This design comes from an exercise in tuning for small area, a short achievable clock period and few clock cycles per item on the open sky130 flow, not from production work.
In this exercise RTL edits were held to simulation tests only and were not proved equivalent to the original.

==> run E: inputs <==
==> flow/design.v (excerpt) <==
module mul_pipe #(
  parameter int WIDTH  = 32,
  parameter int STAGES = 3,
  parameter int TAG_W  = 5
) (
  input  logic             clk,
  input  logic             resetn,
  input  logic             in_valid,
  output logic             in_ready,
  input  logic [WIDTH-1:0] a,
  input  logic [WIDTH-1:0] b,
  input  logic [1:0]       mul_type,
  input  logic [TAG_W-1:0] in_tag,
  input  logic             flush,
  output logic             out_valid,
  input  logic             out_ready,
  output logic [WIDTH-1:0] out_res,
  output logic [TAG_W-1:0] out_tag,
  output logic             busy
);
clock: 12.0 ns
lec_check: 0
cap_margin: 20
core_margin: 2
core_utilization: 40
setup_slack_margin: 5
slew_margin: 20
synth_hierarchical: 1
run.sh (not shown) runs the stock make flow with config.mk's settings and CLKGATE_MAP_FILE= SYNTH_SCRIPT=/design/flow/synth_recipe.tcl, a recipe that flattens the netlist after the stock synthesis.
==> run C: changes against run E <==
--- a/flow/design.v
+++ b/flow/design.v
@@ -4248,13 +4248,13 @@
   mp_fa u_s2227 (.x(c2105), .y(s1993), .z(s2106), .s(s2227), .c(c2228));
   mp_fa u_s2229 (.x(c2107), .y(c1994), .z(s2108), .s(s2229), .c(c2230));
   mp_fa u_s2231 (.x(s2110), .y(pp1185), .z(c2109), .s(s2231), .c(c2232));
   mp_fa u_s2233 (.x(c2111), .y(s2112), .z(pp1186), .s(s2233), .c(c2234));
   mp_fa u_s2235 (.x(pp1187), .y(pp1119), .z(pp1120), .s(s2235), .c(c2236));
   assign en        = out_ready || !valid;
-  assign in_ready  = en && !flush;
+  mp_rdy u_rdy (.v(valid), .r(out_ready), .f(flush), .p(in_ready));
   assign out_valid = valid;
   assign busy      = valid;
   always_ff @(posedge clk or negedge resetn) begin
     if (!resetn)    valid <= 1'b0;
     else if (flush) valid <= 1'b0;
     else if (en)    valid <= in_valid;
@@ -4637,13 +4637,15 @@
   mp_xor2 u_sum58 (.x(p2352), .y(G2507), .p(sum[58]));
   mp_xor2 u_sum59 (.x(p2354), .y(G2537), .p(sum[59]));
   mp_xor2 u_sum60 (.x(p2356), .y(G2493), .p(sum[60]));
   mp_xor2 u_sum61 (.x(p2358), .y(G2538), .p(sum[61]));
   mp_xor2 u_sum62 (.x(p2360), .y(G2508), .p(sum[62]));
   mp_xor2 u_sum63 (.x(p2362), .y(G2539), .p(sum[63]));
-  assign out_res = lo_q ? sum[31:0] : sum[63:32];
+  for (genvar i = 0; i < 32; i++) begin : g_out
+    mp_mux2 u_mux (.s(lo_q), .x1(sum[i]), .x0(sum[i+32]), .p(out_res[i]));
+  end
   assign out_tag = tag_q;
 endmodule
 module mp_benc (
   input  logic y2,
   input  logic y1,
   input  logic y0,
@@ -4706,12 +4708,28 @@
   input  logic x,
   input  logic y,
   output logic p
 );
   assign p = ~(x ^ y);
 endmodule
+module mp_mux2 (
+  input  logic s,
+  input  logic x1,
+  input  logic x0,
+  output logic p
+);
+  assign p = s ? x1 : x0;
+endmodule
+module mp_rdy (
+  input  logic v,
+  input  logic r,
+  input  logic f,
+  output logic p
+);
+  assign p = !f && (r || !v);
+endmodule
 module mp_fa (
   input  logic x,
   input  logic y,
   input  logic z,
   output logic s,
   output logic c
==> flow/flow/run.sh (new file) <==
#!/bin/bash
# Standard layout, with timing repair aiming 5.5 ns below the clock period
# (the constraints themselves are unchanged), and every port buffered with
# buf_2 instead of the default port buffer.
set -euo pipefail
export SETUP_SLACK_MARGIN=5.5
export BUFFER_PORTS_ARGS="-buffer_cell sky130_fd_sc_hd__buf_2"
bash standard.sh finish > standard.log 2>&1
==> flow/standard.sh (new file) <==
#!/bin/bash
# synth_recipe.tcl (not shown) runs the flow's synth.tcl, then flattens the netlist and writes it again
# the make line also repeats each setting of config.mk as NAME=value (left out here)
make -C /OpenROAD-flow-scripts/flow DESIGN_CONFIG=/design/flow/config.mk WORK_HOME=/design/flow/orfs CLKGATE_MAP_FILE= SYNTH_SCRIPT=/design/flow/synth_recipe.tcl "${@:-finish}"
- SETUP_SLACK_MARGIN: 5 -> default
removed: flow/run.sh
==> run X: changes against run E <==
--- a/flow/design.v
+++ b/flow/design.v
@@ -4248,13 +4248,13 @@
   mp_fa u_s2227 (.x(c2105), .y(s1993), .z(s2106), .s(s2227), .c(c2228));
   mp_fa u_s2229 (.x(c2107), .y(c1994), .z(s2108), .s(s2229), .c(c2230));
   mp_fa u_s2231 (.x(s2110), .y(pp1185), .z(c2109), .s(s2231), .c(c2232));
   mp_fa u_s2233 (.x(c2111), .y(s2112), .z(pp1186), .s(s2233), .c(c2234));
   mp_fa u_s2235 (.x(pp1187), .y(pp1119), .z(pp1120), .s(s2235), .c(c2236));
   assign en        = out_ready || !valid;
-  assign in_ready  = en && !flush;
+  mp_rdy u_rdy (.v(valid), .r(out_ready), .f(flush), .p(in_ready));
   assign out_valid = valid;
   assign busy      = valid;
   always_ff @(posedge clk or negedge resetn) begin
     if (!resetn)    valid <= 1'b0;
     else if (flush) valid <= 1'b0;
     else if (en)    valid <= in_valid;
@@ -4637,13 +4637,15 @@
   mp_xor2 u_sum58 (.x(p2352), .y(G2507), .p(sum[58]));
   mp_xor2 u_sum59 (.x(p2354), .y(G2537), .p(sum[59]));
   mp_xor2 u_sum60 (.x(p2356), .y(G2493), .p(sum[60]));
   mp_xor2 u_sum61 (.x(p2358), .y(G2538), .p(sum[61]));
   mp_xor2 u_sum62 (.x(p2360), .y(G2508), .p(sum[62]));
   mp_xor2 u_sum63 (.x(p2362), .y(G2539), .p(sum[63]));
-  assign out_res = lo_q ? sum[31:0] : sum[63:32];
+  for (genvar i = 0; i < 32; i++) begin : g_out
+    mp_mux2 u_mux (.s(lo_q), .x1(sum[i]), .x0(sum[i+32]), .p(out_res[i]));
+  end
   assign out_tag = tag_q;
 endmodule
 module mp_benc (
   input  logic y2,
   input  logic y1,
   input  logic y0,
@@ -4706,12 +4708,28 @@
   input  logic x,
   input  logic y,
   output logic p
 );
   assign p = ~(x ^ y);
 endmodule
+module mp_mux2 (
+  input  logic s,
+  input  logic x1,
+  input  logic x0,
+  output logic p
+);
+  assign p = s ? x1 : x0;
+endmodule
+module mp_rdy (
+  input  logic v,
+  input  logic r,
+  input  logic f,
+  output logic p
+);
+  assign p = !f && (r || !v);
+endmodule
 module mp_fa (
   input  logic x,
   input  logic y,
   input  logic z,
   output logic s,
   output logic c
==> flow/flow/run.sh (new file) <==
#!/bin/bash
# Standard layout, with timing repair aiming 5.25 ns below the clock period
# (the constraints themselves are unchanged), and every port buffered with
# buf_2 instead of the default port buffer.
set -euo pipefail
export SETUP_SLACK_MARGIN=5.25
export BUFFER_PORTS_ARGS="-buffer_cell sky130_fd_sc_hd__buf_2"
bash standard.sh finish > standard.log 2>&1
==> flow/standard.sh (new file) <==
#!/bin/bash
# synth_recipe.tcl (not shown) runs the flow's synth.tcl, then flattens the netlist and writes it again
# the make line also repeats each setting of config.mk as NAME=value (left out here)
make -C /OpenROAD-flow-scripts/flow DESIGN_CONFIG=/design/flow/config.mk WORK_HOME=/design/flow/orfs CLKGATE_MAP_FILE= SYNTH_SCRIPT=/design/flow/synth_recipe.tcl "${@:-finish}"
- CORE_UTILIZATION: 40 -> 55
- SETUP_SLACK_MARGIN: 5 -> default
removed: flow/run.sh
==> run Y: changes against run E <==
--- a/flow/design.v
+++ b/flow/design.v
@@ -4248,13 +4248,13 @@
   mp_fa u_s2227 (.x(c2105), .y(s1993), .z(s2106), .s(s2227), .c(c2228));
   mp_fa u_s2229 (.x(c2107), .y(c1994), .z(s2108), .s(s2229), .c(c2230));
   mp_fa u_s2231 (.x(s2110), .y(pp1185), .z(c2109), .s(s2231), .c(c2232));
   mp_fa u_s2233 (.x(c2111), .y(s2112), .z(pp1186), .s(s2233), .c(c2234));
   mp_fa u_s2235 (.x(pp1187), .y(pp1119), .z(pp1120), .s(s2235), .c(c2236));
   assign en        = out_ready || !valid;
-  assign in_ready  = en && !flush;
+  mp_rdy u_rdy (.v(valid), .r(out_ready), .f(flush), .p(in_ready));
   assign out_valid = valid;
   assign busy      = valid;
   always_ff @(posedge clk or negedge resetn) begin
     if (!resetn)    valid <= 1'b0;
     else if (flush) valid <= 1'b0;
     else if (en)    valid <= in_valid;
@@ -4637,13 +4637,15 @@
   mp_xor2 u_sum58 (.x(p2352), .y(G2507), .p(sum[58]));
   mp_xor2 u_sum59 (.x(p2354), .y(G2537), .p(sum[59]));
   mp_xor2 u_sum60 (.x(p2356), .y(G2493), .p(sum[60]));
   mp_xor2 u_sum61 (.x(p2358), .y(G2538), .p(sum[61]));
   mp_xor2 u_sum62 (.x(p2360), .y(G2508), .p(sum[62]));
   mp_xor2 u_sum63 (.x(p2362), .y(G2539), .p(sum[63]));
-  assign out_res = lo_q ? sum[31:0] : sum[63:32];
+  for (genvar i = 0; i < 32; i++) begin : g_out
+    mp_mux2 u_mux (.s(lo_q), .x1(sum[i]), .x0(sum[i+32]), .p(out_res[i]));
+  end
   assign out_tag = tag_q;
 endmodule
 module mp_benc (
   input  logic y2,
   input  logic y1,
   input  logic y0,
@@ -4706,12 +4708,28 @@
   input  logic x,
   input  logic y,
   output logic p
 );
   assign p = ~(x ^ y);
 endmodule
+module mp_mux2 (
+  input  logic s,
+  input  logic x1,
+  input  logic x0,
+  output logic p
+);
+  assign p = s ? x1 : x0;
+endmodule
+module mp_rdy (
+  input  logic v,
+  input  logic r,
+  input  logic f,
+  output logic p
+);
+  assign p = !f && (r || !v);
+endmodule
 module mp_fa (
   input  logic x,
   input  logic y,
   input  logic z,
   output logic s,
   output logic c
==> flow/flow/run.sh (new file) <==
#!/bin/bash
# Standard layout, with timing repair aiming 5.7 ns below the clock period
# (the constraints themselves are unchanged), and every port buffered with
# buf_2 instead of the default port buffer.
set -euo pipefail
export SETUP_SLACK_MARGIN=5.7
export BUFFER_PORTS_ARGS="-buffer_cell sky130_fd_sc_hd__buf_2"
bash standard.sh finish > standard.log 2>&1
==> flow/standard.sh (new file) <==
#!/bin/bash
# synth_recipe.tcl (not shown) runs the flow's synth.tcl, then flattens the netlist and writes it again
# the make line also repeats each setting of config.mk as NAME=value (left out here)
make -C /OpenROAD-flow-scripts/flow DESIGN_CONFIG=/design/flow/config.mk WORK_HOME=/design/flow/orfs CLKGATE_MAP_FILE= SYNTH_SCRIPT=/design/flow/synth_recipe.tcl "${@:-finish}"
- CORE_UTILIZATION: 40 -> 55
- SETUP_SLACK_MARGIN: 5 -> default
removed: flow/run.sh
==> notes <==
- Count of clock-buffer cells in the layout is the same in run C and run Y.
- Sequential share of layout area: run X > run C > run E > run Y.
- Between run E and run C, the lower first-iteration DRC count is in run E (gap about 3%, measured against run C).
- The highest utilization belongs to run Y, the lowest to run C.
- Clock skew: run C is lower than run Y (0.00072 ns).
- The lowest register-to-register slack belongs to run X, the highest to run E.
Testbench counts of run E, summed over its fixed seeds: cycles 4,808, items 4,800.
Testbench counts of run C, summed over its fixed seeds: cycles 4,808, items 4,800.
Testbench counts of run X, summed over its fixed seeds: cycles 4,808, items 4,800.
Testbench counts of run Y, summed over its fixed seeds: cycles 4,808, items 4,800.

-- port drivers added, routing unchanged --
How much do the figures lean on ideal ports? The routed layouts below were timed once more, with nothing changed but the port constraints. Step 1 (the two cells are an assumption about what drives the block):
set clk [get_ports {clk}]
set_driving_cell -lib_cell sky130_fd_sc_hd__clkbuf_16 $clk
set_driving_cell -lib_cell sky130_fd_sc_hd__buf_2 [delete_from_list [all_inputs] $clk]
Step 2 also shifts input and output timing later by t, the mid clock arrival at the registers, as if the neighbouring blocks saw the same clock. Slacks: no drivers / after step 1 / after step 2; pairs: no drivers / after step 1.
run | shift t [ns] | setup slack, ns | worst hold slack (ns) | latest minus earliest clock arrival (ns)
run E | 0.493 | 5.079 / 5.096 / 4.602 | 1.133 / 1.133 / 1.133 | 0.023 / 0.023
run C | 0.497 | 5.513 / 5.541 / 5.044 | 1.301 / 1.301 / 1.301 | 0.019 / 0.020
run X | 0.559 | 5.377 / 5.314 / 4.887 | 0.971 / 0.971 / 0.971 | 0.015 / 0.015
run Y | 0.510 | 5.703 / 5.719 / 5.221 | 1.321 / 1.321 / 1.321 | 0.011 / 0.011
After both steps setup and hold are still met in every run listed. For run X, which loses most, drivers alone change the setup slack by -0.063 ns; drivers and shift together by -0.490 ns.
